From an optimization exercise on the open Yosys and OpenROAD flow, aimed at small area, a short achievable clock period and few clock cycles per item; shortcuts taken in it are not production practice. In this exercise RTL edits were held to simulation tests only and were not proved equivalent to the original. Power and IR drop assume default switching activity.

==> flow/design.v (outline; a module is shown in full before it is edited, if it fits) <==
// module lstm_weight_bank: 62 lines
// module lstm_sequencer: 90 lines
// module lstm_gate_mac: 565 lines
// module lstm_mul_c: 635 lines
// module lstm_mul_h: 297 lines
// module lstm_activation: 82 lines
// module lstm_state_update: 154 lines
// module lstm_cell_top: 94 lines
module lstm_cell_top (
  input  logic                      clk,
  input  logic                      rst_n,
  input  logic                      cfg_we_i,
  input  logic [6-1:0]   cfg_addr_i,
  input  lstm_pkg::gate_row_t       cfg_wdata_i,
  input  logic                      clear_state_i,
  input  logic                      din_vld_i,
  input  lstm_pkg::sample_t         din_i,
  output logic                      dout_vld_o,
  output lstm_pkg::unit_idx_t       dout_idx_o,
  output lstm_pkg::sample_t         dout_o,
  output logic                      busy_o
);
  // ...
==> flow/run.sh <==
#!/bin/bash
# synth_recipe.tcl (not shown) runs the flow's synth.tcl, then flattens the netlist and writes it again
# the make line also repeats each setting of config.mk as NAME=value (left out here)
make -C /OpenROAD-flow-scripts/flow DESIGN_CONFIG=/design/flow/config.mk WORK_HOME=/design/flow/orfs CLKGATE_MAP_FILE= SYNTH_SCRIPT=/design/flow/synth_recipe.tcl finish
==> flow/config.mk <==
export PLATFORM = sky130hd
export DESIGN_NAME = lstm_cell_top
export DESIGN_NICKNAME = lstm_cell_top
export VERILOG_FILES = /design/flow/design.v
export SDC_FILE = /design/flow/constraint.sdc
export NUM_CORES = 4
export LEC_CHECK = 0
export CAP_MARGIN = 20
export CORE_MARGIN = 2
export CORE_UTILIZATION = 40
export SLEW_MARGIN = 20
==> flow/constraint.sdc <==
create_clock -name core_clock -period 20.0 [get_ports {clk}]
set_input_delay 4.0000 -clock core_clock [delete_from_list [all_inputs] [get_ports {clk}]]
set_output_delay 4.0000 -clock core_clock [all_outputs]
set_load 0.01 [all_outputs]
==> run_results.csv, run 1 <==
group,metric,value,unit
run_status,outcome,"no timing/DRC/antenna violations",
final_layout,stdcell_count,35310,
synthesis,synth_area_per_cell,11.38,sq um
global_route,first_global_vias,200400,
global_route,top_usage_layer,"met2",
synthesis,synth.distinct_cells,87,
final_layout,largest-register,"u_bank.mem",
worst_setup_path,crit_path_cell_trace,"buf_4, a22oi_1, nand3_4, buf_4, nand2_1, fa_1, inv_1, fa_1, fa_1, inv_1, fa_1, fa_1, fa_1, inv_1, a22oi_1, o221ai_1",
final_layout,layout_commonest_cell,"inv_1",
worst_setup_path,cp_top_family,"adder cells",
clocking,clk_latency,1.19,ns
worst_setup_path,crit_type,"reg2reg",
final_layout,sh_seq_area,0.3508,
sta,fmax,0.1434,GHz
power_and_ir_drop,powerDensity,108.1,mW/mm^2
final_layout,nMultiInputCombCells,14540,
drt,drtPass1Iterations,8,
clocking,cts_made_buffers,469,
min_path,hold_path_depth,0,
worst_setup_path,critical_path_buf_inv_count,5,
sta,holdWs,0.3224,ns
clocking,postCtsResizedCells,0,
placed_design,port_buffers,110,
worst_setup_path,r2r-start,"u_seq.wsel_q[0][7]$_SDFF_PN0_",
sta,fin_ws,13.03,ns
clocking,cts_num_sinks,4366,
drt,wl,952400,microns
drt,met1_length,389000,microns
worst_setup_path,rr_endpoint,"fin_s[49]$_DFF_P_",
final_layout,drive_above_1_share,0.05678,
global_route,gr-usage-met2,0.3920,
power_and_ir_drop,pwr-share-seq,0.336,
Testbench counts, summed over its fixed seeds: cycles 1,096, steps 128.
==> module lstm_sequencer, before the edit <==
module lstm_sequencer (
  input  logic                      clk,
  input  logic                      rst_n,
  input  logic                      din_vld_i,
  input  lstm_pkg::sample_t         din_i,
  input  logic [55:0]               h_i,         
  output logic                      busy_o,
  output logic [63:0]               op_o,        
  output logic [31:0]               wsel_o,      
  output logic [31:0]               rsel_o,      
  output logic [3:0]                close_o      
);
  lstm_pkg::sample_t   x_q;           
  logic [2:0]          t0, t0_nx;     
  logic                take_nx, vld_nx;
  logic                x_v;           
  logic [7:0]          rsel0;
  logic                osel_x;        
  logic [3:0]          osel_h;        
  lstm_pkg::sample_t   op0;
  lstm_pkg::sample_t   op_q   [1:3];
  logic [7:0]          wsel_q [0:3];
  always_comb
  begin
    take_nx = din_vld_i && !busy_o;
    if (t0[2] || x_v)
      t0_nx = t0 + 3'd1;
    else
      t0_nx = t0;
    vld_nx = t0_nx[2] || take_nx;
    for (int t = 0; t < 8; t++)
    begin
      rsel0[t] = (t0_nx == 3'(t));
    end
    op0 = (osel_x && x_v) ? x_q : '0;
    for (int m = 0; m < 4; m++)
    begin
      if (osel_h[m])
        op0 = op0 | {{2{h_i[14*m + 13]}}, h_i[14*m +: 14]};
    end
  end
  always_ff @(posedge clk)
  begin
    x_q <= din_i;
  end
  always_ff @(posedge clk)
  begin
    if (!rst_n)
    begin
      t0        <= '0;
      x_v       <= 1'b0;
      busy_o    <= 1'b0;
      close_o   <= '0;
      wsel_q[0] <= '0;
      osel_x    <= 1'b1;
      osel_h    <= '0;
    end
    else
    begin
      t0  <= t0_nx;
      x_v <= take_nx;
      if (t0_nx[2])
        busy_o <= (t0_nx != 3'd7);
      else
        busy_o <= (t0_nx == 3'd3) && take_nx;
      close_o <= {close_o[2:0], (t0 == 3'd7)};
      for (int t = 0; t < 8; t++)
      begin
        wsel_q[0][t] <= vld_nx && (t0_nx == 3'(t));
      end
      osel_x <= !t0_nx[2];
      for (int m = 0; m < 4; m++)
      begin
        osel_h[m] <= t0_nx[2] && (t0_nx[1:0] == 2'(m));
      end
    end
  end
  always_ff @(posedge clk)
  begin
    op_q[1]   <= op0;
    op_q[2]   <= op_q[1];
    op_q[3]   <= op_q[2];
    wsel_q[1] <= wsel_q[0];
    wsel_q[2] <= wsel_q[1];
    wsel_q[3] <= wsel_q[2];
  end
  assign op_o   = {op_q[3], op_q[2], op_q[1], op0};
  assign wsel_o = {wsel_q[3], wsel_q[2], wsel_q[1], wsel_q[0]};
  assign rsel_o = {wsel_q[2], wsel_q[1], wsel_q[0], rsel0};
endmodule
==> run 2, diff against run 1 <==
--- a/flow/design.v
+++ b/flow/design.v
@@ -84,16 +84,23 @@
   lstm_pkg::sample_t   x_q;           
   logic [2:0]          t0, t0_nx;     
   logic                take_nx, vld_nx;
+  logic                busy;          
   logic                x_v;           
   logic [7:0]          rsel0;
   logic                osel_x;        
   logic [3:0]          osel_h;        
   lstm_pkg::sample_t   op0;
   lstm_pkg::sample_t   op_q   [1:3];
-  logic [7:0]          wsel_q [0:3];
+  logic [7:0]          wsel_q [1:3];
+  logic [3:0]          xsel_q;        
+  logic [7:0]          wsel0;         
   always_comb
   begin
-    take_nx = din_vld_i && !busy_o;
+    if (t0[2])
+      busy = (t0 != 3'd7);
+    else
+      busy = (t0 == 3'd3) && x_v;
+    take_nx = din_vld_i && !busy;
     if (t0[2] || x_v)
       t0_nx = t0 + 3'd1;
     else
@@ -103,6 +110,11 @@
     begin
       rsel0[t] = (t0_nx == 3'(t));
     end
+    wsel0[3:0] = xsel_q;
+    for (int t = 4; t < 8; t++)
+    begin
+      wsel0[t] = (t0 == 3'(t));
+    end
     op0 = (osel_x && x_v) ? x_q : '0;
     for (int m = 0; m < 4; m++)
     begin
@@ -122,7 +134,7 @@
       x_v       <= 1'b0;
       busy_o    <= 1'b0;
       close_o   <= '0;
-      wsel_q[0] <= '0;
+      xsel_q    <= '0;
       osel_x    <= 1'b1;
       osel_h    <= '0;
     end
@@ -135,9 +147,9 @@
       else
         busy_o <= (t0_nx == 3'd3) && take_nx;
       close_o <= {close_o[2:0], (t0 == 3'd7)};
-      for (int t = 0; t < 8; t++)
+      for (int t = 0; t < 4; t++)
       begin
-        wsel_q[0][t] <= vld_nx && (t0_nx == 3'(t));
+        xsel_q[t] <= take_nx && (t0_nx == 3'(t));
       end
       osel_x <= !t0_nx[2];
       for (int m = 0; m < 4; m++)
@@ -151,13 +163,13 @@
     op_q[1]   <= op0;
     op_q[2]   <= op_q[1];
     op_q[3]   <= op_q[2];
-    wsel_q[1] <= wsel_q[0];
+    wsel_q[1] <= wsel0;
     wsel_q[2] <= wsel_q[1];
     wsel_q[3] <= wsel_q[2];
   end
   assign op_o   = {op_q[3], op_q[2], op_q[1], op0};
-  assign wsel_o = {wsel_q[3], wsel_q[2], wsel_q[1], wsel_q[0]};
-  assign rsel_o = {wsel_q[2], wsel_q[1], wsel_q[0], rsel0};
+  assign wsel_o = {wsel_q[3], wsel_q[2], wsel_q[1], wsel0};
+  assign rsel_o = {wsel_q[2], wsel_q[1], wsel0, rsel0};
 endmodule
 module lstm_gate_mac (
   input  logic        clk,
--- a/flow/config.mk
+++ b/flow/config.mk
@@ -7,5 +7,5 @@
 export LEC_CHECK = 0
 export CAP_MARGIN = 20
 export CORE_MARGIN = 2
-export CORE_UTILIZATION = 40
+export CORE_UTILIZATION = 45
 export SLEW_MARGIN = 20
==> run 2 against run 1 <==
Cell count down 2.4%. Worst hold slack improved by 0.0021 ns. Design area down 0.47%. Highest routed layer unchanged.
==> run_results.csv, run 2 <==
group,metric,value,unit
worst_setup_path,start_kind,"flop",
synthesis,yosysMostFrequentCell,"inv_1",
sta,worst_pin_slew,1.279,ns
sta,drv_slew,0,
global_route,gr-usage-met2,0.4708,
drt,wl_per_cell,28.04,microns
drt,drtAntennaViolNets,0,
power_and_ir_drop,clockPowerShare,0.267,
sta,skew,0.1839,ns
final_layout,top_regs,"u_bank.mem x2304, g_unit.g_gate.u_mac.acc_c x512, g_unit.g_gate.u_mac.acc_s x512",
synthesis,synth-main-ff-cell,"edfxtp_1",
power_and_ir_drop,ir_worst_vdd,0.1344,mV
synthesis,synthCells,25710,
global_route,first_global_vias,202300,
power_and_ir_drop,p_switching,0.01343,W
placed_design,dpl.hpwl,682600,microns
synthesis,ys_seq_area_frac,0.3847,
global_route,grtUsageTotal,0.2978,
worst_setup_path,crit_path_cell_trace,"and2_1, buf_4, nand2_1, nand3_4, buf_4, nand2_1, fa_1, fa_1, inv_1, fa_1, inv_1, fa_1, fa_1, fa_1, inv_1, a22oi_1, o221ai_1",
die,die_area,0.6514,sq mm
die,coreArea,0.6419,sq mm
sta,finalCritPeriodShare,0.3417,
sta,finalSetupViolations,0,
placed_design,gp_congestion,0.9532,
final_layout,areaGrowthSynthToFinish,9.428,%
worst_setup_path,critical_path_buf_inv_count,5,
worst_setup_path,critPathArrivalTime,7.70,ns
synthesis,synth-async-reset-ratio,0,
final_layout,layout_commonest_cell,"inv_1",
power_and_ir_drop,pwr-share-seq,0.337,
clocking,path_clk_slew,0.07,ns
worst_setup_path,cp_slowest_cell,"buf_4",
worst_setup_path,cp.required,20.87,ns
global_route,grt_max_degree,106,
power_and_ir_drop,total_power,0.03435,W
die,die_h,807.1,microns
synthesis,synth_nets,31020,
clocking,clk_latency,1.14,ns
worst_setup_path,crit_fanout,34,
global_route,grt_pass1_wl,1405000,microns
drt,drtIter0Drc,20320,
global_route,grtUsageMet3,0.06846,
final_layout,largest_reg_flops,2304,
power_and_ir_drop,powerDensity,108.2,mW/mm^2
sta,finalHoldViolCount,0,
clocking,cts_buffer_depth,4,
die,rows,294,
synthesis,synth.distinct_cells,83,
global_route,grtUsageMet1,0.3904,
clocking,postCtsResizedCells,0,
placed_design,port_buffers,110,
drt,via_per_inst,5.569,
run_status,outcome,"no timing/DRC/antenna violations",
clocking,cts_made_buffers,471,
synthesis,mappedNetlistArea,0.2902,sq mm
synthesis,synth_top_area_cell,"fa_1",
drt,wl,966200,microns
worst_setup_path,critical-path-max-stage-delay,0.73,ns
drt,drtPass1Iterations,9,
synthesis,synth.area.top_cells,"fa_1, edfxtp_1, dfxtp_1",
clocking,ctsRootBufferMaster,"clkbuf_16",
die,die-width,807.1,microns
sta,rsz0062_at_grt,"no",
power_and_ir_drop,p_int,0.02092,W
final_layout,final_cell_mix,"inv_1, fa_1, nand2_1",
synthesis,synth_area_per_cell,11.29,sq um
global_route,globalRoute.totalOverflow,0,
sta,fmax,0.1463,GHz
global_route,antenna_found_initial,154,
drt,drc_errors,0,
final_layout,fin_nets,30660,
run,drv_cap,0,
final_layout,largest-register,"u_bank.mem",
final_layout,drive_above_1_share,0.05210,
synthesis,synth_enable_flop_cells,2424,
die,io_pins,111,
power_and_ir_drop,p_sw_frac,0.3911,
clocking,hold_buffers,0,
power_and_ir_drop,p_leak,137.6,nW
clocking,post-cts-setup-buffers,0,
synthesis,yosys-top-cells-count,"inv_1, fa_1, nand2_1",
sta,max_slew_margin,0.1460,
sta,period_needed,6.833,ns
clocking,cts_tree,"yes",
min_path,hold_path.class,"reg2reg",
drt,vias,191900,
clocking,cts_num_sinks,4366,
synthesis,synth_top_area_share,0.3176,
clocking,h-tree-depth,5,
power_and_ir_drop,p_comb_frac,0.396,
worst_setup_path,cp_common_cell,"fa_1",
synthesis,yosysWarnings,17,
sta,setup_tns,0,ns
worst_setup_path,worst_setup_path_end_kind,"flop",
worst_setup_path,crit_type,"reg2reg",
die,start_util,0.4522,
global_route,top_usage_layer,"met2",
worst_setup_path,cp_top_family,"adder cells",
synthesis,synth_seq_cells,4366,
==> run 2: cell count changes after synthesis, moves of 15 or more <==
cell      delta
a22oi_1    -317
mux2i_1     +58
nand3_1     +70
a22o_1      -67
nand2_1    +189
a222oi_1   +130
a21oi_1    +200
nor2_1      +69
buf_1       +21
xor2_1      +15
and2_1      -52
nand4_1    -121
o21ai_0    +101
==> run 2: kinds of logic after synthesis <==
family,synth area share
and+or+nand+nor,0.1189
buffers and inverters,0.08527
adders and majority gates,0.3442
DFF,0.3847
AOI/OAI and AO/OA,0.06025
xor gates and xnor gates,0.004194
muxes,0.002505
==> run 2: final cells by class <==
| class | count | area [sq um] |
|---|---|---|
| Fill cell | 57240 | 324300 |
| Multi-Input combinational cell | 14750 | 154500 |
| Sequential cell | 4366 | 111900 |
| Inverter | 5220 | 19610 |
| Clock buffer | 653 | 13270 |
| Tap cell | 8584 | 10740 |
| Timing Repair Buffer | 531 | 4282 |
| Clock inverter | 235 | 2937 |
| Antenna cell | 118 | 295.3 |
==> run 2: path summary, 6_finish.rpt <==
path                                                    from                     end  slack [ns]  depth (start not counted)
worst max-delay path                    u_seq.x_v$_SDFF_PN0_       fin_s[14]$_DFF_P_       13.17                         17
worst min-delay path            u_act.gate_o_o[5]$_SDFF_PP0_  u_state.p_o[5]$_DFF_P_        0.32                          0
worst max register to register          u_seq.x_v$_SDFF_PN0_       fin_s[14]$_DFF_P_       13.17                         17
worst min register to register  u_act.gate_o_o[5]$_SDFF_PP0_  u_state.p_o[5]$_DFF_P_        0.32                          0
==> run 2: per-layer routing <==
layer,part of all wire,routed length (microns),vias to the layer above
li1,-,-,79090
met1,0.38,370100,100900
met2,0.46,441800,9847
met3,0.10,98000,2044
met4,0.058,56040,54
met5,0.00040,386,-
==> run 2: per-stage QoR <==
step,area [sq um],worst slack [ns],cells,hold slack (ns),utilization
2_1_floorplan,290200,13.93,25710,0.3096,-
3_3_place_gp,301100,13.42,33450,0.3127,0.4691
3_5_place_dp,301100,13.34,33450,0.3121,0.4691
4_1_cts,317300,13.31,34340,0.3247,0.4943
5_1_grt,317300,13.02,34350,0.3327,0.4944
6_report,317600,13.17,34460,0.3245,0.4948
==> run 2: power groups by stage <==
stage	Combinational, W	Sequential (W)	Clock, W
after detailed placement	0.0136	0.0117	0
after global routing	0.0152	0.0117	0.00958
after CTS	0.0137	0.0116	0.00925
after floorplan	0.00837	0.0114	0
after global placement	0.0134	0.0117	0
final	0.0136	0.0116	0.00917
Testbench counts of run 2, summed over its fixed seeds: cycles 1,096, steps 128.
==> run 3, diff against run 2 <==
--- a/flow/design.v
+++ b/flow/design.v
@@ -115,7 +115,7 @@
     begin
       wsel0[t] = (t0 == 3'(t));
     end
-    op0 = (osel_x && x_v) ? x_q : '0;
+    op0 = osel_x ? x_q : '0;
     for (int m = 0; m < 4; m++)
     begin
       if (osel_h[m])
@@ -135,7 +135,7 @@
       busy_o    <= 1'b0;
       close_o   <= '0;
       xsel_q    <= '0;
-      osel_x    <= 1'b1;
+      osel_x    <= 1'b0;
       osel_h    <= '0;
     end
     else
@@ -151,7 +151,7 @@
       begin
         xsel_q[t] <= take_nx && (t0_nx == 3'(t));
       end
-      osel_x <= !t0_nx[2];
+      osel_x <= !t0_nx[2] && take_nx;
       for (int m = 0; m < 4; m++)
       begin
         osel_h[m] <= t0_nx[2] && (t0_nx[1:0] == 2'(m));
--- a/flow/config.mk
+++ b/flow/config.mk
@@ -7,5 +7,5 @@
 export LEC_CHECK = 0
 export CAP_MARGIN = 20
 export CORE_MARGIN = 2
-export CORE_UTILIZATION = 45
+export CORE_UTILIZATION = 50
 export SLEW_MARGIN = 20
==> run 3 against run 2 <==
Still clean on timing, DRC and antenna. Global-route usage rose by 3.0 points. First-iteration DRC count fell by 2.8%. Synthesized cell count fell by 0.97%. Non-clock buffer count rose by 70. Count of clock-buffer cells in the layout fell by 22. Setup slack improved by 0.27 ns. Wire length fell by 1.7%. Clock skew fell by 0.060 ns. Sequential power barely moved. Combinational power rose by 3%. Core utilization rose by 5.3 points. Cell count fell by 3.0%. Largest cell class unchanged. Highest routed layer unchanged.
==> run_results.csv, run 3 <==
group,metric,value,unit
run_status,outcome,"no timing/DRC/antenna violations",
min_path,hold_path_depth,0,
synthesis,ys_seq_area_frac,0.3850,
power_and_ir_drop,ir_worst_vdd,0.1152,mV
clocking,h-tree-depth,5,
worst_setup_path,critPathArrivalTime,7.34,ns
min_path,hold_path.class,"reg2reg",
final_layout,final_cell_mix,"inv_1, fa_1, nand2_1",
synthesis,synth.distinct_cells,100,
synthesis,synth_top_area_cell,"fa_1",
drt,drtIter0Drc,19750,
sta,period_needed,6.560,ns
die,coreArea,0.5777,sq mm
worst_setup_path,worstRegToRegCells,17,
final_layout,top_regs,"u_bank.mem x2304, g_unit.g_gate.u_mac.acc_c x512, g_unit.g_gate.u_mac.acc_s x512",
die,io_pins,111,
synthesis,mappedNetlistArea,0.2900,sq mm
final_layout,largest_reg_flops,2304,
drt,via_per_inst,5.691,
sta,fmax,0.1524,GHz
drt,wl_per_cell,28.41,microns
drt,drc_errors,0,
clocking,ctsRootBufferMaster,"clkbuf_16",
clocking,postCtsResizedCells,0,
synthesis,yosysMostFrequentCell,"inv_1",
worst_setup_path,start_kind,"flop",
clocking,cts_made_buffers,464,
global_route,antenna_found_initial,164,
global_route,globalRoute.totalOverflow,0,
clocking,cts_tree,"yes",
placed_design,dpl.hpwl,682200,microns
min_path,hold_path_startpoint,"u_act.unit_o[1]$_DFF_P_",
worst_setup_path,cp_top_family,"adder cells",
global_route,grtUsageTotal,0.3276,
sta,drv_slew,0,
final_layout,fin_nets,30480,
sta,setup_tns,0,ns
sta,worst_pin_slew,1.306,ns
drt,vias,190300,
synthesis,yosysWarnings,17,
global_route,top_usage_layer,"met2",
sta,finalSetupViolations,0,
clocking,hold_buffers,0,
worst_setup_path,critical_path_buf_inv_count,1,
sta,rsz0062_at_grt,"no",
die,die_h,765.6,microns
synthesis,synth.area.top_cells,"fa_1, edfxtp_1, dfxtp_1",
synthesis,synth-async-reset-ratio,0,
placed_design,port_buffers,110,
worst_setup_path,critical-path-max-stage-delay,0.67,ns
synthesis,synth_area_per_cell,11.39,sq um
global_route,first_global_vias,200600,
run,drv_cap,0,
die,die-width,765.6,microns
global_route,grt_pass1_wl,1390000,microns
placed_design,gp_congestion,0.9535,
synthesis,synth_top_area_share,0.3178,
power_and_ir_drop,p_leak,137.9,nW
sta,skew,0.1236,ns
clocking,cts_buffer_depth,4,
final_layout,nFillCells,49520,
sta,holdWs,0.3261,ns
final_layout,utilization,0.5481,
die,die_area,0.5862,sq mm
synthesis,synth_seq_cells,4366,
worst_setup_path,crit_path_start,"u_state.s3_tanh[10]$_SDFF_PP0_",
global_route,grtUsageMet3,0.09910,
worst_setup_path,cp.required,20.78,ns
worst_setup_path,cp_common_cell,"fa_1",
worst_setup_path,worst_setup_path_end_kind,"flop",
clocking,path_clk_slew,0.07,ns
final_layout,layout_commonest_cell,"inv_1",
global_route,grt_max_degree,121,
final_layout,largest-register,"u_bank.mem",
clocking,clk_latency,1.12,ns
global_route,grtUsageMet1,0.4516,
clocking,post-cts-setup-buffers,0,
worst_setup_path,crit_path_cell_trace,"nand2_1, fa_1, fa_1, inv_1, fa_1, fa_1, fa_1, ha_1, a21o_1, a21oi_1, o211ai_1, a21oi_1, a21oi_1, a211oi_1, o21bai_1, xnor2_1, nor2_1",
drt,drtPass1Iterations,9,
worst_setup_path,cp.depth,17,
drt,drtAntennaViolNets,0,
synthesis,synthCells,25460,
worst_setup_path,crit_fanout,13,
synthesis,synth_enable_flop_cells,2424,
worst_setup_path,r2r-start,"u_state.s3_tanh[10]$_SDFF_PP0_",
die,rows,279,
final_layout,multi_input_area,0.1543,sq mm
final_layout,drive_above_1_share,0.05881,
global_route,gr-usage-met2,0.5024,
sta,finalCritPeriodShare,0.3280,
sta,finalHoldViolCount,0,
die,start_util,0.5020,
power_and_ir_drop,powerDensity,109.1,mW/mm^2
drt,wl,949900,microns
worst_setup_path,cp_slowest_cell,"dfxtp_1",
final_layout,areaGrowthSynthToFinish,9.177,%
worst_setup_path,r2r_setup_slack,13.44,ns
synthesis,synth-main-ff-cell,"edfxtp_1",
synthesis,synth_nets,30770,
synthesis,yosys-top-cells-count,"inv_1, fa_1, nand2_1",
worst_setup_path,crit_type,"reg2reg",
sta,max_slew_margin,0.1284,
clocking,cts_num_sinks,4366,
final_layout,regArea,0.1119,sq mm
## run 3: changes by cell type after synthesis, moves of 17 or more
cell / delta
nand2_1: -115
a21oi_1: -126
mux2i_1: -59
nor3_1: -17
a221oi_1: -60
a222oi_1: +138
nor2_1: -88
nand2b_1: +19
mux2_2: +67
a21o_1: +18
## run 3: area by class of cell
type,count,area share
Tap cell,7727,0.03053
Clock buffer,631,0.04072
Inverter,5224,0.06198
Clock inverter,243,0.009484
Sequential cell,4366,0.3535
Multi-Input combinational cell,14510,0.4872
Antenna cell,136,0.001075
Timing Repair Buffer,601,0.01551
## run 3: worst paths after layout
check                                         to
setup / recovery  u_state.h_mem[3][13]$_DFFE_PP_
hold / removal         u_state.p_unit[1]$_DFF_P_
setup reg to reg  u_state.h_mem[3][13]$_DFFE_PP_
hold reg to reg        u_state.p_unit[1]$_DFF_P_
## run 3: power by group
group	internal, W	switching (W)
registers	0.0109	0.000575
logic	0.00495	0.00907
clock network	0.00515	0.00386
## run 3: metrics by stage
stage / instance area [sq um] / setup slack [ns] / cells / total power [W]
after floorplan: 290000 / 13.93 / 25460 / 0.02010
after global placement: 300300 / 13.61 / 32420 / 0.02548
after detailed placement: 300300 / 13.54 / 32420 / 0.02560
after CTS: 316200 / 13.44 / 33300 / 0.03468
after global routing: 316300 / 13.15 / 33310 / 0.03681
final: 316600 / 13.44 / 33440 / 0.03456
## run 3: kinds of logic after synthesis
kind of cell    synth area share
buf+inv                  0.08536
flops                     0.3850
xor+xnor                0.004047
fa+ha+maj                 0.3444
compound gates           0.06120
mux                     0.003072
simple gates              0.1168
## run 3: routing by layer
metal  up-vias  part of all wire
li1      78750                 -
met1     99990              0.40
met2      9624              0.45
met3      1824              0.12
met4       104             0.036
met5         -           0.00077
Testbench counts of run 3, summed over its fixed seeds: cycles 1,096, steps 128.

==> port drivers added, routing unchanged <==
The results above use ideal ports. As a check the final layouts listed here were re-extracted and re-timed, cells and wires unchanged.
Step 1 assumes that a clkbuf_16 drives the clock port and a buf_2 every other input.
Step 2 times the ports against the registers' clock, not the clock port: input delays grow and output delays shrink by t, the midpoint of the rising clock arrivals with the driver on.
Three values: ideal ports, drivers, drivers and shift; two values: the first two.
| run | shift t [ns] | setup slack, ns | hold slack, ns | worst setup path at the end | pins driven straight from the clock port |
|---|---|---|---|---|---|
| run 1 | 1.207 | 13.027 / 13.027 / 13.027 | 0.322 / 0.322 / 0.322 | register to register | 1 |
| run 2 | 1.204 | 13.167 / 13.167 / 13.167 | 0.324 / 0.324 / 0.324 | register to register | 1 |
| run 3 | 1.189 | 13.440 / 13.440 / 13.440 | 0.326 / 0.326 / 0.326 | register to register | 1 |
After both steps every run listed still meets setup and hold.
